This is an optimization exercise on Yosys and OpenROAD, whose aim is small area and a short achievable clock period, not a production implementation. Only simulation tests tie the RTL to the original design; equivalence was not proved. No activity file was given, so power comes from the tool's default toggle rates.

`flow/config.mk`:
```
export PLATFORM = sky130hd
export DESIGN_NAME = lookahead_router
export DESIGN_NICKNAME = lookahead_router
export VERILOG_FILES = /design/flow/design.v
export SDC_FILE = /design/flow/constraint.sdc
export NUM_CORES = 4
export LEC_CHECK = 0
export CAP_MARGIN = 30
export CORE_MARGIN = 2
export CORE_UTILIZATION = 40
export GPL_ROUTABILITY_DRIVEN = 0
export SETUP_SLACK_MARGIN = 5
export SLEW_MARGIN = 40
```
`flow/constraint.sdc`:
```
create_clock -name core_clock -period 9.0 [get_ports {clk}]
set_input_delay 1.8000 -clock core_clock [delete_from_list [all_inputs] [get_ports {clk}]]
set_output_delay 1.8000 -clock core_clock [all_outputs]
set_load 0.01 [all_outputs]
```
`flow/design.v`:
```
`timescale 1ns/1ps
module router_input_queue (
  input  logic        clk,
  input  logic        rst,
  input  logic        wr_i,
  input  logic [33:0] data_i,
  input  logic        rd_i,
  output logic [33:0] data_o,
  output logic        empty_o,
  output logic        full_o
);
  logic [33:0] mem [4];
  logic [1:0]  rd_ptr;
  logic [1:0]  wr_ptr;
  logic        empty_q;
  logic        full_q;
  logic [3:0]  rd_sel;
  logic [1:0]  used;
  logic        one_left;      
  logic        three_held;    
  logic pop;
  assign empty_o = empty_q;
  assign full_o  = full_q;
  assign pop = rd_i & ~empty_q;
  always_comb begin
    for (int j = 0; j < 4; j++) begin
      rd_sel[j] = ~empty_q & (rd_ptr == 2'(j));
    end
    data_o = empty_q ? data_i : '0;
    for (int j = 0; j < 4; j++) begin
      data_o = data_o | ({34{rd_sel[j]}} & mem[j]);
    end
  end
  assign used       = wr_ptr - rd_ptr;
  assign one_left   = (used == 2'd1);
  assign three_held = (used == 2'd3);
  logic push_rd, push_nrd;
  logic empty_rd, empty_nrd, full_rd, full_nrd;
  assign push_nrd  = wr_i & ~full_q;
  assign push_rd   = wr_i & ~full_q & ~empty_q;
  assign empty_nrd = empty_q & ~push_nrd;
  assign empty_rd  = empty_q | (one_left & ~push_rd);
  assign full_nrd  = full_q | (three_held & push_nrd);
  assign full_rd   = 1'b0;
  always_ff @(posedge clk) begin
    if (rst) begin
      rd_ptr  <= '0;
      wr_ptr  <= '0;
      empty_q <= 1'b1;
      full_q  <= 1'b0;
    end else begin
      if (pop) begin
        rd_ptr <= rd_ptr + 1'b1;
      end
      if (rd_i ? push_rd : push_nrd) begin
        wr_ptr <= wr_ptr + 1'b1;
      end
      empty_q <= rd_i ? empty_rd : empty_nrd;
      full_q  <= rd_i ? full_rd : full_nrd;
    end
  end
  always_ff @(posedge clk) begin
    if (wr_i & ~full_o) begin
      mem[wr_ptr] <= data_i;
    end
  end
endmodule
`timescale 1ns/1ps
module xy_lookahead_route (
  input  logic [5:0] position_i,
  input  logic [5:0] destination_i,
  input  logic [4:0] route_i,
  output logic [3:0] cmp_o           
);
  logic [2:0] pos_x, pos_y, dst_x, dst_y, nb_x, nb_y;
  assign pos_x = position_i[5:3];
  assign pos_y = position_i[2:0];
  assign dst_x = destination_i[5:3];
  assign dst_y = destination_i[2:0];
  always_comb begin
    nb_x = route_i[3] ? pos_x + 1'b1 : (route_i[2] ? pos_x - 1'b1 : pos_x);
    nb_y = route_i[1] ? pos_y + 1'b1 : (route_i[0] ? pos_y - 1'b1 : pos_y);
  end
  assign cmp_o = route_i[4] ? 4'b0000 : {dst_x > nb_x, dst_x < nb_x, dst_y > nb_y, dst_y < nb_y};
endmodule
`timescale 1ns/1ps
module router_input_port (
  input  logic        clk,
  input  logic        rst,
  input  logic [5:0]  position_i,
  input  logic [34:0] link_i,
  input  logic        pop_i,
  output logic [33:0] head_o,
  output logic        valid_o,
  output logic [4:0]  request_o,
  output logic        stop_o
);
  logic        empty;
  logic [33:0] front;
  logic [3:0]  next_cmp;
  router_input_queue u_router_input_queue (
    .clk     (clk),
    .rst     (rst),
    .wr_i    (~link_i[34]),
    .data_i  (link_i[33:0]),
    .rd_i    (pop_i),
    .data_o  (front),
    .empty_o (empty),
    .full_o  (stop_o)
  );
  assign valid_o = ~(empty & link_i[34]);
  xy_lookahead_route u_xy_lookahead_route (
    .position_i    (position_i),
    .destination_i (front[25:20]),
    .route_i       (front[4:0]),
    .cmp_o         (next_cmp)
  );
  assign head_o = {front[33:5], front[33] ? {1'b0, next_cmp} : front[4:0]};
  assign request_o = {5{valid_o & front[33]}} & front[4:0];
endmodule
`timescale 1ns/1ps
module router_arbiter #(
  parameter int out_port = 0
) (
  input  logic       clk,
  input  logic       rst,
  input  logic [4:0] request_i,
  input  logic       fwd_i,
  input  logic       fwd_tail_i,
  output logic [4:0] grant_o,
  output logic [4:0] rr_grant_o,
  output logic [4:0] last_o,
  output logic       locked_o
);
  localparam int np = 5;
  logic [4:0]  last_q;    
  logic        locked_q;
  logic [4:0]  req;
  logic [4:0]  rr_grant;
  logic [24:0] ahead;     
  always_comb begin
    req = request_i;
    req[out_port] = 1'b0;
  end
  always_comb begin
    for (int j = 0; j < np; j++) begin
      for (int k = 0; k < np; k++) begin
        ahead[j*np + k] = 1'b0;
        for (int d = 0; d < np; d++) begin
          if (d < (j - k + np) % np) ahead[j*np + k] = ahead[j*np + k] | last_q[(k + d) % np];
        end
      end
    end
  end
  always_comb begin
    for (int k = 0; k < np; k++) begin
      rr_grant[k] = req[k];
      for (int j = 0; j < np; j++) begin
        if (j != k && j != out_port && k != out_port) begin
          rr_grant[k] = rr_grant[k] & ~(req[j] & ahead[j*np + k]);
        end
      end
    end
  end
  assign grant_o    = locked_q ? last_q : rr_grant;
  assign rr_grant_o = rr_grant;
  assign last_o     = last_q;
  assign locked_o   = locked_q;
  always_ff @(posedge clk) begin
    if (rst) begin
      last_q   <= 5'b10000;
      locked_q <= 1'b0;
    end else if (fwd_i) begin
      last_q   <= grant_o;
      locked_q <= ~fwd_tail_i;
    end
  end
endmodule
`timescale 1ns/1ps
module router_output_port #(
  parameter int out_port = 0
) (
  input  logic          clk,
  input  logic          rst,
  input  logic [169:0]  heads_i,
  input  logic [4:0]    valid_i,
  input  logic [4:0]    requests_i,
  input  logic          stop_i,
  output logic [4:0]    pop_o,
  output logic [34:0]   link_o
);
  localparam int np = 5;
  logic [4:0]  grant;
  logic [4:0]  rr_grant;
  logic [4:0]  last;
  logic        locked;
  logic        any_req;
  logic        held_valid;
  logic [33:0] xbar_flit;
  logic        xbar_valid;
  logic        fwd;
  logic        void_q;
  logic [33:0] flit_q;
  router_arbiter #(
    .out_port (out_port)
  ) u_router_arbiter (
    .clk        (clk),
    .rst        (rst),
    .request_i  (requests_i),
    .fwd_i      (fwd),
    .fwd_tail_i (xbar_flit[32]),
    .grant_o    (grant),
    .rr_grant_o (rr_grant),
    .last_o     (last),
    .locked_o   (locked)
  );
  always_comb begin
    xbar_flit = '0;
    for (int k = 0; k < np; k++) begin
      if (k != out_port) begin
        xbar_flit = xbar_flit | ({34{grant[k]}} & heads_i[k*34 +: 34]);
      end
    end
  end
  always_comb begin
    any_req    = 1'b0;
    held_valid = 1'b0;
    for (int k = 0; k < np; k++) begin
      if (k != out_port) begin
        any_req    = any_req | requests_i[k];
        held_valid = held_valid | (last[k] & valid_i[k]);
      end
    end
  end
  assign xbar_valid = locked ? held_valid : any_req;
  assign fwd        = xbar_valid & ~stop_i;
  always_comb begin
    for (int k = 0; k < np; k++) begin
      pop_o[k] = (k != out_port) ? (~stop_i & (locked ? last[k] & valid_i[k] : rr_grant[k])) : 1'b0;
    end
  end
  always_ff @(posedge clk) begin
    if (rst) begin
      void_q <= 1'b1;
    end else if (!stop_i) begin
      void_q <= ~xbar_valid;
    end
  end
  always_ff @(posedge clk) begin
    if (!stop_i) begin
      flit_q <= xbar_flit;
    end
  end
  logic [4:0] next_route;
  logic [3:0] c;
  assign c = flit_q[3:0];
  always_comb begin
    if (out_port == 4) begin
      next_route = 5'b10000;
    end else begin
      next_route[3] = c[3];
      next_route[2] = c[2];
      next_route[1] = ~c[3] & ~c[2] & c[1];
      next_route[0] = ~c[3] & ~c[2] & c[0];
      next_route[4] = ~(|c);
    end
  end
  assign link_o = {void_q, flit_q[33:5], flit_q[33] ? next_route : flit_q[4:0]};
endmodule
`timescale 1ns/1ps
module lookahead_router (
  input  logic         clk,
  input  logic         rst,
  input  logic [5:0]   position_i,
  input  logic [174:0] link_i,
  output logic [4:0]   stop_o,
  output logic [174:0] link_o,
  input  logic [4:0]   stop_i
);
  localparam int num_ports = 5;
  logic [169:0] heads;
  logic [4:0]   valids;
  logic [24:0]  requests;    
  logic [24:0]  req_by_out;  
  logic [24:0]  pops;        
  logic [4:0]   pop_in;
  logic [5:0]   position_q;
  always_ff @(posedge clk) begin
    position_q <= position_i;
  end
  always_comb begin
    pop_in = '0;
    for (int o = 0; o < num_ports; o++) begin
      pop_in = pop_in | pops[o*5 +: 5];
    end
    for (int o = 0; o < num_ports; o++) begin
      for (int i = 0; i < num_ports; i++) begin
        req_by_out[o*5 + i] = requests[i*5 + o];
      end
    end
  end
  for (genvar i = 0; i < num_ports; i++) begin : g_input
    router_input_port u_router_input_port (
      .clk       (clk),
      .rst       (rst),
      .position_i (position_q),
      .link_i    (link_i[i*35 +: 35]),
      .pop_i     (pop_in[i]),
      .head_o    (heads[i*34 +: 34]),
      .valid_o   (valids[i]),
      .request_o (requests[i*5 +: 5]),
      .stop_o    (stop_o[i])
    );
  end
  for (genvar o = 0; o < num_ports; o++) begin : g_output
    router_output_port #(
      .out_port (o)
    ) u_router_output_port (
      .clk        (clk),
      .rst        (rst),
      .heads_i    (heads),
      .valid_i    (valids),
      .requests_i (req_by_out[o*5 +: 5]),
      .stop_i     (stop_i[o]),
      .pop_o      (pops[o*5 +: 5]),
      .link_o     (link_o[o*35 +: 35])
    );
  end
endmodule
```
`flow/flow/run.sh`:
```
#!/bin/bash
# Standard ORFS layout with plain buffers on the ports (one per port, as the
# standard flow does), a tighter setup target for the resizer and a clock
# tree built from smaller buffers without dummy loads.
set -euo pipefail
bash standard.sh \
  BUFFER_PORTS_ARGS="-buffer_cell sky130_fd_sc_hd__buf_1" \
  SLEW_MARGIN=40 CAP_MARGIN=30 GPL_ROUTABILITY_DRIVEN=0 \
  SETUP_SLACK_MARGIN=5.25 TNS_END_PERCENT=50 \
  CTS_ARGS="-sink_clustering_enable -repair_clock_nets -dont_use_dummy_load -buf_list sky130_fd_sc_hd__clkbuf_8 -sink_clustering_size 12 -sink_clustering_max_diameter 45" \
  finish > flow_make.log 2>&1
```
`flow/standard.sh`:
```
#!/bin/bash
# synth_recipe.tcl (not shown) runs the flow's synth.tcl, then flattens the netlist and writes it again
# the make line also repeats each setting of config.mk as NAME=value (left out here)
make -C /OpenROAD-flow-scripts/flow DESIGN_CONFIG=/design/flow/config.mk WORK_HOME=/design/flow/orfs CLKGATE_MAP_FILE= SYNTH_SCRIPT=/design/flow/synth_recipe.tcl "${@:-finish}"
```
==> tab_implementation.tex, run 1 <==
\begin{tabular}{lr}
\hline
Metric & Value \\
\hline
\multicolumn{2}{l}{\textbf{Routing}} \\
Residual DRC count & 0 \\
Final Routed Wirelength & about 150000 um \\
Total number of vias & 30400 \\
Count of routing violations after the opening detailed-route iteration & 5440 \\
Vias per cell & 6.23 \\
Post-DR wirelength/cell & a little over 30 um \\
Post-detailed-route count of antenna-violating nets & 0 \\
Number of detailed-route iterations in the first pass & 12 \\
\multicolumn{2}{l}{\textbf{Floorplanning}} \\
Die outline width & 326 um \\
Area enclosed by the die boundary & 106000 sq um \\
Top-level port count & 368 \\
CORE AREA & 103000 sq um \\
Number of standard-cell rows in the floorplan & 118 \\
Die boundary height & 326 um \\
Starting Density & 0.403 \\
\multicolumn{2}{l}{\textbf{Power and ir drop}} \\
Leak Pwr & 15.7 nW \\
Worst vdd rail ir drop & around 170 uV \\
Final Total Pwr & 0.0147 W \\
Pwr/cell area & 316 nW/um\^{}2 \\
\multicolumn{2}{l}{\textbf{Synth}} \\
Average instance area after synthesis & 12.8 sq um \\
Fraction of registers with async set or reset after synthesis & 0 \\
Yosys synthesis warning count & 13 \\
Cell count after synthesis & 3245 \\
Register bit total from synthesis & around 900 \\
Commonest register cell after synthesis & edfxtp\_1 \\
Cell Area, Synth & roughly 42000 sq um \\
Sequential cell area fraction in the yosys report & 0.647 \\
Number of nets in the synthesized netlist & approximately 3500 \\
Yosys cell types & 83 \\
Count of flip-flops with a built-in enable after synthesis & 850 \\
\multicolumn{2}{l}{\textbf{Critical path}} \\
Count of buffer and inverter cells on the critical path & 4 \\
Top Family by Delay on Critical Path & buffers and inverters \\
Cell-by-cell trace of the critical path & buf\_1 > nand2b\_1 > a22oi\_2 > buf\_4 > buf\_4 > o311ai\_1 > nor4\_1 > a21o\_1 > buf\_4 > a222oi\_1 > a32o\_1 \\
Crit path max fanout & 35 \\
Data arrival time at the worst-slack endpoint & around 4.5 ns \\
Crit path max-delay cell type & nor4\_1 \\
Cell count along the critical path & 11 \\
Most frequent cell on the critical path & buf\_4 \\
Nature of the critical path endpoint & register \\
Worst setup slack for register-to-register paths & 5.29 ns \\
Worst Setup Start Kind & primary input \\
Source of the critical timing path & link\_i[139] \\
R2R cell count & 13 \\
Worst endpoint required time & a little under 10 ns \\
Peak per-stage delay on the critical path & 0.67 ns \\
Critical path start-end classification & in2reg \\
\multicolumn{2}{l}{\textbf{Timing}} \\
Final-layout worst hold slack & 0.453 ns \\
Transition time at the pin with the least slew margin & 0.830 ns \\
Final number of hold-violating endpoints & 0 \\
Max transition margin & 0.444 \\
Sum of negative setup slack & 0 ns \\
Maximum achievable frequency & 263 MHz \\
Time the final worst path needs with I/O delays and setup & 3.80 ns \\
Largest clock skew in the final design & 0.121 ns \\
Final Setup Violations & 0 \\
Total count of max-transition violations in the final report & 0 \\
Post-route clock period utilization & 0.422 \\
Final Worst Setup Slack & between 5 and 6 ns \\
RSZ-0062 raised after global routing & true \\
\multicolumn{2}{l}{\textbf{Clocking}} \\
CTS tree & done \\
Clock insertion delay at the later pin of the skew report & 0.82 ns \\
Number of buffers on the longest clock path & 3 \\
Post-CTS Hold Fix Bufs & 0 \\
Num CTS Buffers & 112 \\
H-Tree Level Count & 3 \\
Cell at the root of the clock tree & clkbuf\_8 \\
Clock Sink Count & roughly 920 \\
Clock-pin slew on the worst setup and hold paths & 0.07 ns \\
\multicolumn{2}{l}{\textbf{Placed design}} \\
DP HPWL & 99900 um \\
Buffers added on ports & 367 \\
Worst Setup Slack post-DPL & 4.02 ns \\
\multicolumn{2}{l}{\textbf{Flow run}} \\
Max-cap violations & 0 \\
\multicolumn{2}{l}{\textbf{Final layout}} \\
Number of fill cells & around 9500 \\
Layout Area Growth over Synthesis & 11.6\% \\
Share of cells above drive strength 1 & 0.124 \\
Nets@finish & approximately 3800 \\
\multicolumn{2}{l}{\textbf{GRT}} \\
Global-route wire length before repair & 205000 um \\
GR Util All Layers & 0.266 \\
Aggregate global routing overflow & 0 \\
Number of global-route vias before repair & $\sim$28000 \\
Initial antenna violation count & 19 \\
Pin count of the biggest net entering global routing & 65 \\
\multicolumn{2}{l}{\textbf{Worst hold path}} \\
Path category of the worst min-delay check & reg2reg \\
\multicolumn{2}{l}{\textbf{Status}} \\
Status & no timing/DRC/antenna violations \\
\hline
\end{tabular}
## worst min-delay path by stage
stage | depth (start not counted) | end | start | slack, ns
global route | 2 | register | register | 0.49
finish | 2 | register | register | 0.45
CTS | 2 | register | register | 0.45
global placement | 2 | register | register | 0.43
floorplan | 2 | register | register | 0.42
detailed placement | 2 | register | register | 0.44
## synthesized netlist by cell type (51+ instances only)
master | count | area (sq um)
a21oi_1 | 51 | 255
a222oi_1 | 161 | 1610
a22oi_1 | 298 | 2240
buf_4 | 164 | 1230
clkbuf_1 | 150 | 563
dfxtp_1 | 67 | 1340
edfxtp_1 | 850 | 25500
ha_1 | 79 | 988
inv_1 | 102 | 383
nand2_1 | 434 | 1630
nand3_1 | 134 | 671
nor2_1 | 78 | 293
nor2b_1 | 54 | 338
o21ai_0 | 108 | 541
## state kept, by name, summed over array words and instances, names as in the netlist
register	flops
g_input.u_router_input_port.u_router_input_queue.wr_ptr	10
g_input.u_router_input_port.u_router_input_queue.full_q	5
g_input.u_router_input_port.u_router_input_queue.empty_q	5
g_output.u_router_output_port.u_router_arbiter.last_q	21
g_output.u_router_output_port.flit_q	170
g_input.u_router_input_port.u_router_input_queue.mem	680
g_input.u_router_input_port.u_router_input_queue.rd_ptr	10
g_output.u_router_output_port.void_q	5
g_output.u_router_output_port.u_router_arbiter.locked_q	5
position_q	6
## worst register-to-register path: stages, from the launching register on
cell	delay, ns
dfxtp_1	0.44
inv_1	0.12
ha_1	0.32
a222oi_1	0.31
buf_4	0.18
a22oi_2	0.06
buf_4	0.20
buf_4	0.17
and3_1	0.19
nor4_1	0.56
a21o_1	0.14
buf_4	0.46
a222oi_1	0.24
a32o_1	0.26
## cell type report
type,instances,area (sq um),area share
multi-input cells,1870,13100,0.283
inverters,103,397,0.00855
diodes,11,27.5,0.000594
clock buffers,112,1540,0.0332
repair buffers,494,2650,0.0571
well taps,1380,1730,0.0372
flip-flops and latches,917,26900,0.580
## cells in the final DEF (no fill, tap or decap), types with 56 or more instances in the layout
| cell | Yosys | layout |
|---|---|---|
| edfxtp_1 | 850 | 850 |
| a22oi_1 | 298 | 294 |
| a222oi_1 | 161 | 161 |
| clkbuf_8 | 0 | 113 |
| buf_4 | 164 | 95 |
| buf_1 | 28 | 355 |
| o21ai_0 | 108 | 57 |
| ha_1 | 79 | 68 |
| nor2_1 | 78 | 76 |
| dfxtp_1 | 67 | 56 |
| nand2_1 | 434 | 433 |
| nand3_1 | 134 | 131 |
| inv_1 | 102 | 96 |
## cell families (layout without fill, tap and decap cells)
| family | count (synthesis) | after routing | share of synthesized area |
|---|---|---|---|
| DFF | 917 | 917 | 0.647 |
| AOI/OAI and AO/OA | 877 | 877 | 0.165 |
| and+or+nand+nor | 850 | 853 | 0.0928 |
| buffers and inverters | 461 | 709 | 0.0573 |
| adders and majority gates | 79 | 79 | 0.0238 |
| xor gates and xnor gates | 31 | 31 | 0.00654 |
| muxes | 30 | 30 | 0.00765 |
| other | 0 | 11 | 0 |
## power breakdown
| group | total [W] | leakage, nW | internal [W] | switching (W) |
|---|---|---|---|---|
| clock | 0.00251 | 0.805 | 0.00109 | 0.00142 |
| sequential | 0.00640 | 8.53 | 0.00572 | 0.000678 |
| combinational | 0.00576 | 6.34 | 0.00182 | 0.00394 |
| total | 0.0147 | 15.7 | 0.00863 | 0.00605 |
## per-layer routing
metal | GRT usage | up-vias | part of all wire
met1 | 0.347 | 15000 | 0.37
li1 | - | 13000 | -
met5 | 0 | - | 0.00064
met2 | 0.405 | 2085 | 0.45
met3 | 0.0870 | 369 | 0.13
met4 | 0.121 | 14 | 0.051
## per-stage QoR
stage / cell area [sq um] / utilization / cells
floorplan: 41800 / - / 3245
CTS: 45600 / 0.442 / 4840
detailed placement: 43700 / 0.424 / 4707
global route: 46400 / 0.449 / 4885
global placement: 43600 / 0.422 / 4702
finish: 46400 / 0.449 / 4887
## timing repair
| action | 4_1_cts | 5_1_grt |
|---|---|---|
| endpoints found under the setup margin | 98 | 118 |
| gates cloned | 2 | 4 |
| resized for setup | 36 | 108 |
| pin swaps | 5 | 28 |
| buffers inserted | 19 | 31 |
==> inputs of run 2 (changes only) <==
--- a/flow/flow/run.sh
+++ b/flow/flow/run.sh
@@ -5,7 +5,7 @@
 set -euo pipefail
 bash standard.sh \
   BUFFER_PORTS_ARGS="-buffer_cell sky130_fd_sc_hd__buf_1" \
-  SLEW_MARGIN=40 CAP_MARGIN=30 GPL_ROUTABILITY_DRIVEN=0 \
-  SETUP_SLACK_MARGIN=5.25 TNS_END_PERCENT=50 \
+  SLEW_MARGIN=40 CAP_MARGIN=30 \
+  SETUP_SLACK_MARGIN=5.5 TNS_END_PERCENT=50 \
   CTS_ARGS="-sink_clustering_enable -repair_clock_nets -dont_use_dummy_load -buf_list sky130_fd_sc_hd__clkbuf_8 -sink_clustering_size 12 -sink_clustering_max_diameter 45" \
   finish > flow_make.log 2>&1
--- a/flow/config.mk
+++ b/flow/config.mk
@@ -8,6 +8,5 @@
 export CAP_MARGIN = 30
 export CORE_MARGIN = 2
 export CORE_UTILIZATION = 40
-export GPL_ROUTABILITY_DRIVEN = 0
 export SETUP_SLACK_MARGIN = 5
 export SLEW_MARGIN = 40
==> run 2 against run 1 <==
Net effect:
- die area stayed put
- sequential share of layout area decreased by 2.5 points
- clock power barely moved
- global-route usage up 0.56 points
- still clean on timing, DRC and antenna
- largest cell class unchanged
- register-to-register slack improved by 0.15 ns
- highest routed layer unchanged
- critical path type is now reg2out
- synthesized cell count did not move
- utilization rose by 2.1 points
- sequential cell count is the same
==> tab_implementation.tex, run 2 <==
\begin{tabular}{lr}
\hline
Metric & Value \\
\hline
\multicolumn{2}{l}{\textbf{Routing}} \\
Count of routing violations after the opening detailed-route iteration & 5317 \\
Met3 wirelength from detailed routing & 19100 um \\
Post-DR wirelength/cell & 30.5 um \\
Number of detailed-route iterations in the first pass & 15 \\
Final Routed Wirelength & about 150000 um \\
Highest layer used for signal routing & met5 \\
Routed length on met2 & around 69000 um \\
M1 wire length & between 50000 and 60000 um \\
Post-detailed-route count of antenna-violating nets & 0 \\
Vias per cell & 6.21 \\
Total number of vias & between 30000 and 40000 \\
Residual DRC count & 0 \\
\multicolumn{2}{l}{\textbf{Synth}} \\
Yosys cell types & 83 \\
Count of flip-flops with a built-in enable after synthesis & 850 \\
Sequential cell area fraction in the yosys report & 0.647 \\
Yosys synthesis warning count & 13 \\
Register bit total from synthesis & 917 \\
Top area cells in the synthesized netlist & edfxtp\_1, a22oi\_1, nand2\_1 \\
Commonest register cell after synthesis & edfxtp\_1 \\
Number of nets in the synthesized netlist & 3512 \\
Cell Area, Synth & approximately 42000 sq um \\
Average instance area after synthesis & 12.8 sq um \\
Dominant cell by count in the synthesized netlist & edfxtp\_1 \\
Commonest cells post-synth & edfxtp\_1, nand2\_1, a22oi\_1 \\
Dominant cell type by area after synthesis & edfxtp\_1 \\
Cell count after synthesis & 3245 \\
Area share of the largest cell type after synthesis & 0.614 \\
Fraction of registers with async set or reset after synthesis & 0 \\
\multicolumn{2}{l}{\textbf{Critical path}} \\
Worst endpoint required time & 7.20 ns \\
Source of the critical timing path & g\_output[2].u\_router\_output\_port.flit\_q[3]\$\_DFFE\_PN\_ \\
Crit path max fanout & 2 \\
Worst Setup Start Kind & register \\
Data arrival time at the worst-slack endpoint & 1.90 ns \\
Count of buffer and inverter cells on the critical path & 1 \\
Top Family by Delay on Critical Path & flip-flops \\
Crit path max-delay cell type & edfxtp\_1 \\
Peak per-stage delay on the critical path & 0.48 ns \\
Critical path start-end classification & reg2out \\
Cell-by-cell trace of the critical path & nor4\_2 > mux2\_4 > buf\_6 \\
Nature of the critical path endpoint & output port \\
\multicolumn{2}{l}{\textbf{Timing}} \\
Maximum achievable frequency & 271 MHz \\
Time the final worst path needs with I/O delays and setup & 3.70 ns \\
RSZ-0062 raised after global routing & true \\
Post-route clock period utilization & 0.411 \\
Final number of hold-violating endpoints & 0 \\
Transition time at the pin with the least slew margin & around 0.86 ns \\
Largest clock skew in the final design & 0.129 ns \\
Total count of max-transition violations in the final report & 0 \\
Sum of negative setup slack & 0 ns \\
Max transition margin & 0.426 \\
Final Setup Violations & 0 \\
\multicolumn{2}{l}{\textbf{Floorplanning}} \\
Die outline width & 326 um \\
Number of standard-cell rows in the floorplan & 118 \\
Starting Density & 0.403 \\
Area enclosed by the die boundary & 106000 sq um \\
Top-level port count & roughly 370 \\
CORE AREA & 103000 sq um \\
Die boundary height & around 330 um \\
\multicolumn{2}{l}{\textbf{Clocking}} \\
Num CTS Buffers & 112 \\
Clock insertion delay at the later pin of the skew report & 0.82 ns \\
Clock Sink Count & 917 \\
Number of buffers on the longest clock path & 3 \\
CTS tree & done \\
Clock-pin slew on the worst setup and hold paths & approximately 0.070 ns \\
H-Tree Level Count & 3 \\
Cell at the root of the clock tree & clkbuf\_8 \\
\multicolumn{2}{l}{\textbf{Power and ir drop}} \\
Worst vdd rail ir drop & 162 uV \\
Pwr/cell area & between 300 and 400 nW/um\^{}2 \\
Leak Pwr & 16.7 nW \\
Final Total Pwr & 0.0155 W \\
\multicolumn{2}{l}{\textbf{Final layout}} \\
Leading registers by flop count & g\_input.u\_router\_input\_port.u\_router\_input\_queue.mem (680), g\_output.u\_router\_output\_port.flit\_q (170), g\_output.u\_router\_output\_port.u\_router\_arbiter.last\_q (21) \\
Highest-count cells in the layout ignoring fill and taps & edfxtp\_1, nand2\_1, buf\_1, a22oi\_1, buf\_4 \\
Share of cells above drive strength 1 & 0.190 \\
Flip-flop count of the largest register after layout & 680 \\
Register with the most flip-flops & g\_input.u\_router\_input\_port.u\_router\_input\_queue.mem \\
Commonest non-fill, non-tap cell in the layout & edfxtp\_1 \\
Nets@finish & 3889 \\
Layout Area Growth over Synthesis & 16.7\% \\
\multicolumn{2}{l}{\textbf{GRT}} \\
GR Util All Layers & 0.272 \\
Global-route wire length before repair & 209000 um \\
Aggregate global routing overflow & 0 \\
Initial antenna violation count & 16 \\
Number of global-route vias before repair & 28800 \\
Pin count of the biggest net entering global routing & 60 \\
\multicolumn{2}{l}{\textbf{Worst hold path}} \\
Path category of the worst min-delay check & reg2reg \\
\multicolumn{2}{l}{\textbf{Flow run}} \\
Max-cap violations & 0 \\
\multicolumn{2}{l}{\textbf{Status}} \\
Status & no timing/DRC/antenna violations \\
\multicolumn{2}{l}{\textbf{Placed design}} \\
Buffers added on ports & 367 \\
DP HPWL & 101000 um \\
Final RePlAce weighted congestion & slightly below 1 \\
\hline
\end{tabular}
-- run 2: cell counts after synthesis --
No cell type changed its count.
-- run 2: path summary, 6_finish.rpt --
kind / endpoint / slack, ns / cells after the start
min reg2reg: register / 0.45 / 2
max reg2reg: register / 5.44 / 11
min: register / 0.45 / 2
max: link_o[74] / 5.30 / 3
-- run 2: area by class of cell --
cell class                      count  area, sq um
Sequential cell                   917        26900
Timing Repair Buffer              615         4010
Fill cell                        9288        54700
Inverter                          103          403
Antenna cell                        6         15.0
Tap cell                         1380         1730
Clock buffer                      112         1540
Multi-Input combinational cell   1873        13900
-- run 2: logic make-up (layout without fill, tap and decap cells) --
family          after synthesis  in the layout  share of synthesized area
other cells                   0              6                          0
mux                          30             30                    0.00765
compound gates              877            879                      0.165
fa+ha+maj                    79             79                     0.0238
xor+xnor                     31             31                    0.00654
flops                       917            917                      0.647
buf+inv                     461            830                     0.0573
simple gates                850            854                     0.0928
-- run 2: per-layer routing --
layer,track usage,up-vias
met5,0,-
met4,0.120,10
met3,0.0837,365
met2,0.417,2088
met1,0.356,15400
li1,-,13300
-- run 2: what timing repair did --
item | 4_1_cts | 5_1_grt
gates cloned | 8 | 4
gates resized for setup | 147 | 265
hold buffers | 0 | 0
buffers inserted | 75 | 94
pin swaps | 30 | 105
endpoints found under the setup margin | 235 | 179
-- run 2: worst min-delay path: stages, from the launching register on --
cell and delay (ns):
dfxtp_1 0.31, nand2_1 0.05, nand2_1 0.04
-- run 2: stage by stage --
stage               area [sq um]  worst slack [ns]  hold slack, ns  std cells  utilization
floorplan                  42000              5.02           0.416       3245            -
global placement           43700              3.78           0.429       4700        0.423
detailed placement         43800              3.73           0.438       4707        0.425
CTS                        46700              5.30           0.448       4902        0.452
global route               48500              5.24           0.491       5005        0.470
finish                     48500              5.30           0.449       5006        0.470
-- run 2: power by group --
group,switching (W),internal (W)
Clock,0.00142,0.00109
Combinational,0.00424,0.00231
Sequential,0.000700,0.00573
Total,0.00636,0.00913
==> inputs of run 3 (changes only) <==
--- a/flow/flow/run.sh
+++ b/flow/flow/run.sh
@@ -6,6 +6,6 @@
 bash standard.sh \
   BUFFER_PORTS_ARGS="-buffer_cell sky130_fd_sc_hd__buf_1" \
   SLEW_MARGIN=40 CAP_MARGIN=30 \
-  SETUP_SLACK_MARGIN=5.5 TNS_END_PERCENT=50 \
+  SETUP_SLACK_MARGIN=5.0 TNS_END_PERCENT=50 \
   CTS_ARGS="-sink_clustering_enable -repair_clock_nets -dont_use_dummy_load -buf_list sky130_fd_sc_hd__clkbuf_8 -sink_clustering_size 12 -sink_clustering_max_diameter 45" \
   finish > flow_make.log 2>&1
==> run 3 against run 2 <==
Net effect:
- cell count fell by 3.2%
- critical path depth is 7 higher
- maximum frequency fell by 6.4%
- sequential cell count unchanged
- clock skew is 0.013 ns lower
- area after synthesis unchanged
- non-clock buffer count down 160
- combinational power fell by 16%
- worst setup slack worse by 0.25 ns
- critical path type is now in2reg
- highest routed layer unchanged
==> tab_implementation.tex, run 3 <==
\begin{tabular}{lr}
\hline
Metric & Value \\
\hline
\multicolumn{2}{l}{\textbf{Placed design}} \\
DP HPWL & 101000 um \\
Cell area after placement & between 40000 and 50000 sq um \\
Worst Setup Slack post-DPL & 4.14 ns \\
Final RePlAce weighted congestion & 0.957 \\
Buffers added on ports & between 300 and 400 \\
Number of instances in the placed design & 4709 \\
\multicolumn{2}{l}{\textbf{Critical path}} \\
Data arrival time at the worst-slack endpoint & 4.39 ns \\
Nature of the critical path endpoint & register \\
Peak per-stage delay on the critical path & around 0.66 ns \\
Crit path max fanout & 29 \\
Top Family by Delay on Critical Path & compound AO/OA/AOI/OAI gates \\
Crit path max-delay cell type & a222oi\_1 \\
Cell-by-cell trace of the critical path & clkbuf\_2 > nand2b\_1 > a22o\_1 > o22ai\_2 > o22ai\_1 > nand3\_1 > nand2\_1 > buf\_4 > a222oi\_1 > o21ai\_0 \\
Worst Setup Start Kind & primary input \\
Worst endpoint required time & 9.44 ns \\
Critical path start-end classification & in2reg \\
Count of buffer and inverter cells on the critical path & 2 \\
\multicolumn{2}{l}{\textbf{Final layout}} \\
Register with the most flip-flops & g\_input.u\_router\_input\_port.u\_router\_input\_queue.mem \\
Share of cells above drive strength 1 & 0.0977 \\
Flip-flop count of the largest register after layout & a little under 700 \\
Leading registers by flop count & g\_input.u\_router\_input\_port.u\_router\_input\_queue.mem (680), g\_output.u\_router\_output\_port.flit\_q (170), g\_output.u\_router\_output\_port.u\_router\_arbiter.last\_q (21) \\
Filler-free cell count of the finished design & 4845 \\
Number of fill cells & 9516 \\
Final Core Density & 0.440 \\
Area taken by multi-input logic gates & 12700 sq um \\
Highest-count cells in the layout ignoring fill and taps & edfxtp\_1, nand2\_1, buf\_1, a22oi\_1, a222oi\_1 \\
Layout Area Growth over Synthesis & 9.37\% \\
Nets@finish & 3727 \\
Area used by sequential logic in the layout & 26900 sq um \\
Final standard cell area without fillers & roughly 45000 sq um \\
Commonest non-fill, non-tap cell in the layout & edfxtp\_1 \\
\multicolumn{2}{l}{\textbf{Synth}} \\
Register bit total from synthesis & 917 \\
Fraction of registers with async set or reset after synthesis & 0 \\
Area share of the largest cell type after synthesis & 0.614 \\
Yosys cell types & slightly above 80 \\
Sequential cell area fraction in the yosys report & 0.647 \\
Dominant cell type by area after synthesis & edfxtp\_1 \\
Average instance area after synthesis & 12.8 sq um \\
Cell Area, Synth & just over 40000 sq um \\
Count of flip-flops with a built-in enable after synthesis & 850 \\
Yosys synthesis warning count & 13 \\
Cell count after synthesis & 3245 \\
Number of nets in the synthesized netlist & 3512 \\
Commonest register cell after synthesis & edfxtp\_1 \\
Top area cells in the synthesized netlist & edfxtp\_1, a22oi\_1, nand2\_1 \\
Commonest cells post-synth & edfxtp\_1, nand2\_1, a22oi\_1 \\
Dominant cell by count in the synthesized netlist & edfxtp\_1 \\
\multicolumn{2}{l}{\textbf{Timing}} \\
Final Worst Setup Slack & 5.05 ns \\
Max transition margin & 0.431 \\
Time the final worst path needs with I/O delays and setup & 3.95 ns \\
Final Setup Violations & 0 \\
Post-route clock period utilization & 0.439 \\
Transition time at the pin with the least slew margin & 0.853 ns \\
Maximum achievable frequency & around 250 MHz \\
RSZ-0062 raised after global routing & false \\
Largest clock skew in the final design & 0.116 ns \\
Final number of hold-violating endpoints & 0 \\
Total count of max-transition violations in the final report & 0 \\
Sum of negative setup slack & 0 ns \\
\multicolumn{2}{l}{\textbf{Routing}} \\
Residual DRC count & 0 \\
Vias per cell & 6.20 \\
Count of routing violations after the opening detailed-route iteration & 5180 \\
Final Routed Wirelength & 147000 um \\
Number of detailed-route iterations in the first pass & 12 \\
Post-DR wirelength/cell & around 30 um \\
Total number of vias & 30000 \\
Post-detailed-route count of antenna-violating nets & 0 \\
\multicolumn{2}{l}{\textbf{Status}} \\
Status & no timing/DRC/antenna violations \\
\multicolumn{2}{l}{\textbf{Clocking}} \\
H-Tree Level Count & 3 \\
Number of buffers on the longest clock path & 3 \\
CTS tree & done \\
Clock Sink Count & 917 \\
Post-CTS Hold Fix Bufs & 0 \\
Clock-pin slew on the worst setup and hold paths & approximately 0.060 ns \\
Cell at the root of the clock tree & clkbuf\_8 \\
Clock insertion delay at the later pin of the skew report & 0.80 ns \\
Num CTS Buffers & 115 \\
\multicolumn{2}{l}{\textbf{Floorplanning}} \\
Die outline width & 326 um \\
Area enclosed by the die boundary & 106000 sq um \\
Top-level port count & $\sim$370 \\
Die boundary height & between 300 and 400 um \\
Number of standard-cell rows in the floorplan & 118 \\
Starting Density & 0.403 \\
CORE AREA & $\sim$100000 sq um \\
\multicolumn{2}{l}{\textbf{GRT}} \\
Initial antenna violation count & 19 \\
Aggregate global routing overflow & 0 \\
Global-route wire length before repair & 205000 um \\
GR Util All Layers & 0.266 \\
Pin count of the biggest net entering global routing & 65 \\
Number of global-route vias before repair & 27900 \\
\multicolumn{2}{l}{\textbf{Power and ir drop}} \\
Leak Pwr & around 15 nW \\
Power share of the clock group & 0.176 \\
Net switching share of the total power & 0.413 \\
Worst vdd rail ir drop & roughly 150 uV \\
Internal power consumption & approximately 0.0085 W \\
Fraction of power consumed by sequential logic & 0.445 \\
Pwr/cell area & around 320 nW/um\^{}2 \\
Part of the power in combinational logic & 0.379 \\
Net Sw Power & 0.00597 W \\
\multicolumn{2}{l}{\textbf{Flow run}} \\
Max-cap violations & 0 \\
\multicolumn{2}{l}{\textbf{Worst hold path}} \\
Path category of the worst min-delay check & reg2reg \\
\hline
\end{tabular}
## run 3: cell types whose count changed in the layout (fill, tap and decap cells not counted), moves of 17 or more
cell,previous run,this run
buf_4,185,73
o21ai_0,42,97
buf_1,319,365
o21ai_1,52,8
buf_6,44,7
buf_12,19,2
## run 3: path summary, 6_finish.rpt
kind / start / to / slack, ns / cells after the start
worst max-delay path: link_i[139] / g_output[2].u_router_output_port.flit_q[11]$_DFFE_PN_ / 5.05 / 10
worst min-delay path: register / register / 0.45 / 2
worst max register to register: register / g_output[4].u_router_output_port.flit_q[25]$_DFFE_PN_ / 5.11 / 10
worst min register to register: register / register / 0.45 / 2
## run 3: worst register-to-register path, stage by stage, from the launching register on
cell,delay (ns)
dfxtp_2,0.36
inv_1,0.09
ha_2,0.23
a222oi_1,0.58
a22o_2,0.42
nor2_2,0.11
a22o_1,0.33
nor4_1,0.47
a21oi_4,0.04
buf_4,0.30
o21ai_0,0.66
## run 3: kinds of logic after synthesis
logic type,synth area share
multiplexers,0.00765
flip-flops,0.647
AND/OR/NAND/NOR,0.0928
adder cells (fa/ha/maj),0.0238
buffers and inverters,0.0573
AO/OA/AOI/OAI,0.165
XOR/XNOR,0.00654
## run 3: metrics by stage
| stage | total power, W | hold WS (ns) |
|---|---|---|
| global route | 0.0149 | 0.473 |
| CTS | 0.0142 | 0.444 |
| finish | 0.0144 | 0.446 |
| floorplan | 0.00955 | 0.416 |
| global placement | 0.0116 | 0.428 |
| detailed placement | 0.0117 | 0.435 |
## run 3: layout make-up
class | count | area share
Multi-Input combinational cell | 1868 | 0.279
Antenna cell | 7 | 0.000386
Clock buffer | 115 | 0.0348
Tap cell | 1380 | 0.0380
Sequential cell | 917 | 0.592
Timing Repair Buffer | 455 | 0.0471
Inverter | 103 | 0.00878
## run 3: repair_timing
action	CTS	global route
cloned	1	0
buffers inserted	0	12
pin swaps	0	8
endpoints found under the setup margin	20	103
gates resized for setup	8	47
## run 3: layer usage
layer	vias up	wire length (um)	track usage
li1	12900	-	-
met1	14800	55800	0.348
met2	1903	66000	0.410
met3	352	17600	0.0790
met4	18	7590	0.118
met5	-	110	0
## run 3: power groups by stage
stage               Combinational (W)  Sequential, W  Clock [W]
finish                        0.00548        0.00643    0.00254
global route                  0.00574        0.00645    0.00272
CTS                           0.00523        0.00639    0.00257
detailed placement            0.00520        0.00647          0
global placement              0.00514        0.00647          0
floorplan                     0.00358        0.00597          0
==> inputs of run 4 (changes only) <==
--- a/flow/design.v
+++ b/flow/design.v
@@ -18,10 +18,8 @@
   logic [1:0]  used;
   logic        one_left;      
   logic        three_held;    
-  logic pop;
   assign empty_o = empty_q;
   assign full_o  = full_q;
-  assign pop = rd_i & ~empty_q;
   always_comb begin
     for (int j = 0; j < 4; j++) begin
       rd_sel[j] = ~empty_q & (rd_ptr == 2'(j));
@@ -42,6 +40,10 @@
   assign empty_rd  = empty_q | (one_left & ~push_rd);
   assign full_nrd  = full_q | (three_held & push_nrd);
   assign full_rd   = 1'b0;
+  logic [1:0] rd_ptr_rd, wr_ptr_rd, wr_ptr_nrd;
+  assign rd_ptr_rd  = empty_q ? rd_ptr : rd_ptr + 1'b1;
+  assign wr_ptr_rd  = push_rd ? wr_ptr + 1'b1 : wr_ptr;
+  assign wr_ptr_nrd = push_nrd ? wr_ptr + 1'b1 : wr_ptr;
   always_ff @(posedge clk) begin
     if (rst) begin
       rd_ptr  <= '0;
@@ -49,12 +51,8 @@
       empty_q <= 1'b1;
       full_q  <= 1'b0;
     end else begin
-      if (pop) begin
-        rd_ptr <= rd_ptr + 1'b1;
-      end
-      if (rd_i ? push_rd : push_nrd) begin
-        wr_ptr <= wr_ptr + 1'b1;
-      end
+      rd_ptr  <= rd_i ? rd_ptr_rd : rd_ptr;
+      wr_ptr  <= rd_i ? wr_ptr_rd : wr_ptr_nrd;
       empty_q <= rd_i ? empty_rd : empty_nrd;
       full_q  <= rd_i ? full_rd : full_nrd;
     end
--- a/flow/flow/run.sh
+++ b/flow/flow/run.sh
@@ -6,6 +6,6 @@
 bash standard.sh \
   BUFFER_PORTS_ARGS="-buffer_cell sky130_fd_sc_hd__buf_1" \
   SLEW_MARGIN=40 CAP_MARGIN=30 \
-  SETUP_SLACK_MARGIN=5.0 TNS_END_PERCENT=50 \
+  SETUP_SLACK_MARGIN=5.25 TNS_END_PERCENT=50 \
   CTS_ARGS="-sink_clustering_enable -repair_clock_nets -dont_use_dummy_load -buf_list sky130_fd_sc_hd__clkbuf_8 -sink_clustering_size 12 -sink_clustering_max_diameter 45" \
   finish > flow_make.log 2>&1
==> run 4 against run 3 <==
Net effect:
- die area is 0.60% higher
- critical path type is now reg2out
- largest cell class unchanged
- clock skew up 0.015 ns
- maximum frequency grew 4.5%
- non-clock buffer count grew 109
==> tab_implementation.tex, run 4 <==
\begin{tabular}{lr}
\hline
Metric & Value \\
\hline
\multicolumn{2}{l}{\textbf{Critical path}} \\
Critical path start-end classification & reg2out \\
Nature of the critical path endpoint & output port \\
R2R cell count & 13 \\
Crit path max fanout & 2 \\
Worst setup slack for register-to-register paths & 5.32 ns \\
Data arrival time at the worst-slack endpoint & 1.98 ns \\
Worst endpoint required time & 7.20 ns \\
Worst Setup Start Kind & register \\
Worst reg2reg path endpoint & g\_output[0].u\_router\_output\_port.flit\_q[1]\$\_DFFE\_PN\_ \\
\multicolumn{2}{l}{\textbf{Placed design}} \\
DP HPWL & 102000 um \\
Cell area after placement & between 40000 and 50000 sq um \\
Final RePlAce weighted congestion & 0.979 \\
Buffers added on ports & 367 \\
Number of instances in the placed design & 4811 \\
\multicolumn{2}{l}{\textbf{Worst hold path}} \\
Cells on Worst Hold Path & 2 \\
Path category of the worst min-delay check & reg2reg \\
\multicolumn{2}{l}{\textbf{Synth}} \\
Portion of netlist area occupied by mux cells & 0.00656 \\
Fraction of registers with async set or reset after synthesis & 0 \\
Main combinational cell family by area after synthesis & compound AO/OA/AOI/OAI gates \\
Cell count after synthesis & 3286 \\
Register bit total from synthesis & approximately 920 \\
Area share of the largest cell type after synthesis & 0.611 \\
Dominant cell type by area after synthesis & edfxtp\_1 \\
Sequential cell area fraction in the yosys report & 0.643 \\
Simple-gate share of the synthesized area & 0.0873 \\
Count of flip-flops with a built-in enable after synthesis & 850 \\
Dominant cell by count in the synthesized netlist & edfxtp\_1 \\
Adder-cell share of the synthesized area & 0.0236 \\
Commonest register cell after synthesis & edfxtp\_1 \\
Yosys cell types & 90 \\
Commonest cells post-synth & edfxtp\_1, nand2\_1, nor2\_1 \\
Cell Area, Synth & 41800 sq um \\
Top area cells in the synthesized netlist & edfxtp\_1, a22oi\_1, dfxtp\_1 \\
Yosys synthesis warning count & 13 \\
Average instance area after synthesis & 12.7 sq um \\
Number of nets in the synthesized netlist & 3553 \\
Fraction of synthesized cell area in xor and xnor cells & 0.00650 \\
Compound-Gate Fraction of Synth Area & 0.176 \\
\multicolumn{2}{l}{\textbf{Clocking}} \\
Post-CTS Hold Fix Bufs & 0 \\
Clock Sink Count & 917 \\
Cell at the root of the clock tree & clkbuf\_8 \\
Num CTS Buffers & 114 \\
Clock insertion delay at the later pin of the skew report & 0.82 ns \\
H-Tree Level Count & 3 \\
Clock-pin slew on the worst setup and hold paths & roughly 0.070 ns \\
Number of buffers on the longest clock path & 3 \\
CTS tree & done \\
\multicolumn{2}{l}{\textbf{GRT}} \\
Global-route wire length before repair & about 210000 um \\
Initial antenna violation count & 15 \\
Aggregate global routing overflow & 0 \\
GR Util All Layers & 0.267 \\
Pin count of the biggest net entering global routing & 55 \\
Number of global-route vias before repair & 28300 \\
\multicolumn{2}{l}{\textbf{Final layout}} \\
Number of fill cells & 9401 \\
Area taken by multi-input logic gates & 13600 sq um \\
Commonest non-fill, non-tap cell in the layout & edfxtp\_1 \\
Layout Area Growth over Synthesis & 13.2\% \\
Nets@finish & 3886 \\
Area used by sequential logic in the layout & 26900 sq um \\
Share of cells above drive strength 1 & 0.146 \\
Leading registers by flop count & g\_input.u\_router\_input\_port.u\_router\_input\_queue.mem (680), g\_output.u\_router\_output\_port.flit\_q (170), g\_output.u\_router\_output\_port.u\_router\_arbiter.last\_q (21) \\
Register with the most flip-flops & g\_input.u\_router\_input\_port.u\_router\_input\_queue.mem \\
Flip-flop count of the largest register after layout & 680 \\
Final standard cell area without fillers & 47300 sq um \\
Filler-free cell count of the finished design & 5002 \\
Highest-count cells in the layout ignoring fill and taps & edfxtp\_1, buf\_1, nand2\_1, nor2\_1, a22oi\_1 \\
\multicolumn{2}{l}{\textbf{Timing}} \\
Transition time at the pin with the least slew margin & 0.852 ns \\
Max transition margin & 0.426 \\
RSZ-0062 raised after global routing & true \\
Total count of max-transition violations in the final report & 0 \\
Largest clock skew in the final design & 0.132 ns \\
Final number of hold-violating endpoints & 0 \\
Post-route clock period utilization & 0.420 \\
Maximum achievable frequency & 265 MHz \\
Time the final worst path needs with I/O delays and setup & 3.78 ns \\
Final Setup Violations & 0 \\
Sum of negative setup slack & 0 ns \\
\multicolumn{2}{l}{\textbf{Routing}} \\
Total number of vias & 30500 \\
Vias per cell & around 6.1 \\
Residual DRC count & 0 \\
Number of detailed-route iterations in the first pass & 10 \\
Count of routing violations after the opening detailed-route iteration & 4260 \\
Post-detailed-route count of antenna-violating nets & 0 \\
Final Routed Wirelength & 148000 um \\
Post-DR wirelength/cell & 29.7 um \\
\multicolumn{2}{l}{\textbf{Status}} \\
Status & no timing/DRC/antenna violations \\
\multicolumn{2}{l}{\textbf{Floorplanning}} \\
Die outline width & 327 um \\
Area enclosed by the die boundary & 107000 sq um \\
Number of standard-cell rows in the floorplan & 118 \\
CORE AREA & 104000 sq um \\
Starting Density & 0.403 \\
Die boundary height & 327 um \\
Top-level port count & 368 \\
\multicolumn{2}{l}{\textbf{Power and ir drop}} \\
Leak Pwr & 16.2 nW \\
Pwr/cell area & 330 nW/um\^{}2 \\
Worst vdd rail ir drop & 158 uV \\
\multicolumn{2}{l}{\textbf{Flow run}} \\
Max-cap violations & 0 \\
\hline
\end{tabular}
## run 4: logic make-up after synthesis
group | after synthesis
AOI/OAI and AO/OA | 961
and+or+nand+nor | 824
xor gates and xnor gates | 31
buffers and inverters | 449
DFF | 917
muxes | 25
adders and majority gates | 79
## run 4: area by class of cell
cell class | instances | share of cell area
multi-input cells | 1926 | 0.287
flip-flops and latches | 917 | 0.568
inverters | 96 | 0.00791
diodes | 5 | 0.000265
well taps | 1380 | 0.0365
clock buffers | 114 | 0.0332
repair buffers | 564 | 0.0664
## run 4: how the worst max path moves through the flow
stage                     slack (ns)                                                 start                                                     to
after floorplan                 5.06                                           link_i[140]   g_output[0].u_router_output_port.flit_q[1]$_DFFE_PN_
after global placement          3.91                                            link_i[69]  g_output[0].u_router_output_port.flit_q[28]$_DFFE_PN_
after detailed placement        4.11                                            link_i[68]   g_output[0].u_router_output_port.flit_q[7]$_DFFE_PN_
after CTS                       5.18  g_output[1].u_router_output_port.flit_q[2]$_DFFE_PN_                                             link_o[39]
after global routing            5.11                                           link_i[108]   g_output[4].u_router_output_port.flit_q[3]$_DFFE_PN_
final                           5.22  g_output[0].u_router_output_port.flit_q[1]$_DFFE_PN_                                              link_o[4]
## run 4: per-layer routing
metal  vias to the layer above  track usage  part of all wire
met3                       337       0.0642              0.11
met2                      1937        0.415              0.45
met4                        18        0.120             0.051
met1                     14900        0.354              0.39
li1                      13300            -                 -
met5                         -            0           0.00083
## run 4: power by group
group	leakage (nW)	total, W	switching (W)	internal (W)
combinational	6.82	0.00655	0.00436	0.00220
clock	0.820	0.00252	0.00141	0.00111
sequential	8.53	0.00654	0.000712	0.00583
total	16.2	0.0156	0.00648	0.00914
## run 4: metrics by stage
| stage | hold WS [ns] | utilization | power, W | setup slack [ns] |
|---|---|---|---|---|
| after floorplan | 0.436 | - | 0.0102 | 5.06 |
| after global placement | 0.454 | 0.426 | 0.0124 | 3.91 |
| after detailed placement | 0.460 | 0.430 | 0.0126 | 4.11 |
| after CTS | 0.471 | 0.449 | 0.0152 | 5.18 |
| after global routing | 0.482 | 0.456 | 0.0161 | 5.11 |
| final | 0.470 | 0.456 | 0.0156 | 5.22 |
## run 4: repair_timing
| action | CTS | global route |
|---|---|---|
| buffers inserted | 24 | 39 |
| cloned | 6 | 1 |
| setup endpoints to repair | 163 | 157 |
| pin swaps | 8 | 14 |
| resized for setup | 38 | 81 |
## run 4: worst max-delay path, stage by stage, from the launching register on
cell	delay, ns
edfxtp_1	0.54
nor4_2	0.28
mux2_2	0.19
buf_1	0.15
==> inputs of run 5 (changes only) <==
--- a/flow/flow/run.sh
+++ b/flow/flow/run.sh
@@ -6,6 +6,6 @@
 bash standard.sh \
   BUFFER_PORTS_ARGS="-buffer_cell sky130_fd_sc_hd__buf_1" \
   SLEW_MARGIN=40 CAP_MARGIN=30 \
-  SETUP_SLACK_MARGIN=5.25 TNS_END_PERCENT=50 \
+  SETUP_SLACK_MARGIN=5.4 TNS_END_PERCENT=50 \
   CTS_ARGS="-sink_clustering_enable -repair_clock_nets -dont_use_dummy_load -buf_list sky130_fd_sc_hd__clkbuf_8 -sink_clustering_size 12 -sink_clustering_max_diameter 45" \
   finish > flow_make.log 2>&1
==> run 5 against run 4 <==
Net effect:
- clock power down 2%
- utilization up 1.0 points
- worst setup slack better by 0.061 ns
- critical endpoint is now g_output[0].u_router_output_port.flit_q[3]$_DFFE_PN_
- critical path type is now in2reg
- sequential cell count unchanged
- die area unchanged
- synthesized cell count unchanged
- combinational power up 7.3%
==> tab_implementation.tex, run 5 <==
\begin{tabular}{lr}
\hline
Metric & Value \\
\hline
\multicolumn{2}{l}{\textbf{Routing}} \\
Count of routing violations after the opening detailed-route iteration & 4491 \\
Total number of vias & 30800 \\
Final Routed Wirelength & $\sim$150000 um \\
Number of detailed-route iterations in the first pass & 13 \\
Post-DR wirelength/cell & 29.9 um \\
Residual DRC count & 0 \\
Vias per cell & 6.10 \\
Post-detailed-route count of antenna-violating nets & 0 \\
\multicolumn{2}{l}{\textbf{Synth}} \\
Yosys cell types & 90 \\
Count of flip-flops with a built-in enable after synthesis & 850 \\
Commonest register cell after synthesis & edfxtp\_1 \\
Fraction of registers with async set or reset after synthesis & 0 \\
Cell Area, Synth & between 40000 and 50000 sq um \\
Yosys synthesis warning count & 13 \\
Cell count after synthesis & roughly 3300 \\
Number of nets in the synthesized netlist & around 3600 \\
Commonest cells post-synth & edfxtp\_1, nand2\_1, nor2\_1 \\
Sequential cell area fraction in the yosys report & 0.643 \\
Dominant cell by count in the synthesized netlist & edfxtp\_1 \\
Area share of the largest cell type after synthesis & 0.611 \\
Register bit total from synthesis & 917 \\
Dominant cell type by area after synthesis & edfxtp\_1 \\
Average instance area after synthesis & 12.7 sq um \\
Top area cells in the synthesized netlist & edfxtp\_1, a22oi\_1, dfxtp\_1 \\
\multicolumn{2}{l}{\textbf{GRT}} \\
Global-route wire length before repair & 210000 um \\
Initial antenna violation count & 20 \\
GR Util All Layers & 0.270 \\
Aggregate global routing overflow & 0 \\
Pin count of the biggest net entering global routing & 55 \\
Number of global-route vias before repair & 28700 \\
\multicolumn{2}{l}{\textbf{Timing}} \\
Final Setup Violations & 0 \\
Maximum achievable frequency & 269 MHz \\
Transition time at the pin with the least slew margin & around 1.1 ns \\
Post-route clock period utilization & 0.413 \\
Largest clock skew in the final design & 0.140 ns \\
Final Worst Setup Slack & 5.29 ns \\
Final-layout worst hold slack & roughly 0.47 ns \\
Final number of hold-violating endpoints & 0 \\
Sum of negative setup slack & 0 ns \\
Time the final worst path needs with I/O delays and setup & roughly 3.7 ns \\
Max transition margin & 0.250 \\
Total count of max-transition violations in the final report & 0 \\
RSZ-0062 raised after global routing & true \\
\multicolumn{2}{l}{\textbf{Critical path}} \\
Crit path max-delay cell type & ha\_1 \\
Peak per-stage delay on the critical path & 0.33 ns \\
Critical path start-end classification & in2reg \\
Cell-by-cell trace of the critical path & buf\_8 > a22oi\_2 > nand3\_4 > nand2b\_4 > o2bb2ai\_4 > a21oi\_2 > ha\_1 > nor2b\_4 > o21ai\_2 > nand2b\_1 > and4\_4 > a21oi\_4 > buf\_6 > nor2\_2 > a211o\_1 \\
Worst Setup Start Kind & primary input \\
Nature of the critical path endpoint & register \\
Worst endpoint required time & 9.55 ns \\
Data arrival time at the worst-slack endpoint & 4.27 ns \\
Crit path max fanout & 5 \\
Worst setup slack for register-to-register paths & 5.34 ns \\
\multicolumn{2}{l}{\textbf{Placed design}} \\
Worst Setup Slack post-DPL & 4.15 ns \\
Buffers added on ports & 367 \\
DP HPWL & 102000 um \\
Final RePlAce weighted congestion & 0.985 \\
\multicolumn{2}{l}{\textbf{Clocking}} \\
H-Tree Level Count & 3 \\
Num CTS Buffers & 110 \\
Clock Sink Count & 917 \\
CTS tree & done \\
Cell at the root of the clock tree & clkbuf\_8 \\
Clock insertion delay at the later pin of the skew report & 0.81 ns \\
Clock-pin slew on the worst setup and hold paths & 0.07 ns \\
Number of buffers on the longest clock path & 3 \\
\multicolumn{2}{l}{\textbf{Final layout}} \\
Area taken by multi-input logic gates & 14000 sq um \\
Number of fill cells & 9363 \\
Area used by sequential logic in the layout & 26900 sq um \\
Leading registers by flop count & g\_input.u\_router\_input\_port.u\_router\_input\_queue.mem (680), g\_output.u\_router\_output\_port.flit\_q (170), g\_output.u\_router\_output\_port.u\_router\_arbiter.last\_q (21) \\
Layout Area Growth over Synthesis & 15.7\% \\
Register with the most flip-flops & g\_input.u\_router\_input\_port.u\_router\_input\_queue.mem \\
Share of cells above drive strength 1 & 0.176 \\
Final Core Density & 0.467 \\
Commonest non-fill, non-tap cell in the layout & edfxtp\_1 \\
Nets@finish & 3938 \\
Flip-flop count of the largest register after layout & 680 \\
Highest-count cells in the layout ignoring fill and taps & edfxtp\_1, buf\_1, nand2\_1, nor2\_1, a22oi\_1 \\
\multicolumn{2}{l}{\textbf{Floorplanning}} \\
Area enclosed by the die boundary & 107000 sq um \\
Top-level port count & 368 \\
Die outline width & about 330 um \\
Die boundary height & 327 um \\
Starting Density & 0.403 \\
CORE AREA & just over 100000 sq um \\
Number of standard-cell rows in the floorplan & 118 \\
\multicolumn{2}{l}{\textbf{Flow run}} \\
Max-cap violations & 0 \\
\multicolumn{2}{l}{\textbf{Power and ir drop}} \\
Pwr/cell area & approximately 330 nW/um\^{}2 \\
Leak Pwr & between 15 and 20 nW \\
Worst vdd rail ir drop & 157 uV \\
\multicolumn{2}{l}{\textbf{Status}} \\
Status & no timing/DRC/antenna violations \\
\multicolumn{2}{l}{\textbf{Worst hold path}} \\
Path category of the worst min-delay check & reg2reg \\
\hline
\end{tabular}
## run 5: cell counts after synthesis
No cell type changed its count.
## run 5: cell type report
cell class / instances / area share
multi-input combinational: 1928 / 0.290
inverter: 96 / 0.00776
clock buffer: 110 / 0.0313
sequential: 917 / 0.556
tap: 1380 / 0.0357
antenna: 5 / 0.000259
timing repair buffer: 618 / 0.0784
## run 5: final timing paths
kind,cells past startpoint,from,to
worst min register to register,2,register,register
worst max register to register,18,register,g_output[0].u_router_output_port.flit_q[3]$_DFFE_PN_
worst min-delay path,2,register,register
worst max-delay path,15,link_i[108],g_output[0].u_router_output_port.flit_q[3]$_DFFE_PN_
## run 5: logic make-up after synthesis
logic type	after synthesis	share of synthesized area
AOI/OAI and AO/OA	961	0.176
DFF	917	0.643
and+or+nand+nor	824	0.0873
xor gates and xnor gates	31	0.00650
muxes	25	0.00656
adders and majority gates	79	0.0236
buffers and inverters	449	0.0568
## run 5: worst max-delay path: cells and delay by family
kind	cells	cell delay (ns)
buf+inv	2	0.25
fa+ha+maj	1	0.33
simple gates	6	0.81
compound gates	6	1.07
## run 5: timing repair
| action | 4_1_cts | 5_1_grt |
|---|---|---|
| resized for setup | 90 | 191 |
| setup endpoints to repair | 204 | 153 |
| hold buffers | 0 | 0 |
| pin swaps | 21 | 50 |
| cloned | 7 | 6 |
| setup buffers | 56 | 50 |
## run 5: routing by layer
| layer | wire, um | global-route usage | vias to the layer above |
|---|---|---|---|
| met5 | 115 | 0 | - |
| met4 | 6820 | 0.107 | 16 |
| met3 | 16200 | 0.0654 | 333 |
| met2 | 69900 | 0.432 | 1879 |
| met1 | 58100 | 0.354 | 15200 |
| li1 | - | - | 13400 |
## run 5: where the power goes
part | internal, W | switching, W
clock network | 0.00107 | 0.00139
logic | 0.00247 | 0.00456
registers | 0.00583 | 0.000685
## run 5: through the flow
stage	total power [W]	cell area, sq um	std cells
after floorplan	0.0102	42200	3286
after global placement	0.0124	44200	4797
after detailed placement	0.0126	44600	4818
after CTS	0.0153	47100	4991
after global routing	0.0166	48400	5054
final	0.0160	48400	5054

==> what the ideal ports hide <==
How much do the figures lean on ideal ports? The routed layouts below were timed once more, with nothing changed but the port constraints. Step 1 sets driving cells, clkbuf_16 on the clock port and buf_2 on the other inputs (assumed; they add their load-dependent delay and slew). Step 2 adds t to the input delays and takes it off the output delays; t is the mean of the earliest and latest rising clock arrival at the registers after step 1. Input paths then give back, and output paths get back, about the clock's delay inside the block. Three values: ideal ports, drivers, drivers and shift; two values: the first two.
| run | shift t [ns] | setup WS [ns] | hold WS [ns] |
|---|---|---|---|
| run 1 | 0.822 | 5.202 / 5.138 / 4.397 | 0.453 / 0.453 / 0.453 |
| run 2 | 0.832 | 5.304 / 5.231 / 4.535 | 0.449 / 0.449 / 0.449 |
| run 3 | 0.810 | 5.053 / 5.069 / 4.259 | 0.446 / 0.446 / 0.446 |
| run 4 | 0.820 | 5.224 / 5.155 / 4.407 | 0.470 / 0.470 / 0.470 |
| run 5 | 0.813 | 5.285 / 5.226 / 4.501 | 0.472 / 0.472 / 0.472 |
After both steps every run listed still meets setup and hold. The setup slack of run 4, which loses most, moves by -0.069 ns with the drivers and by -0.817 ns with both steps.
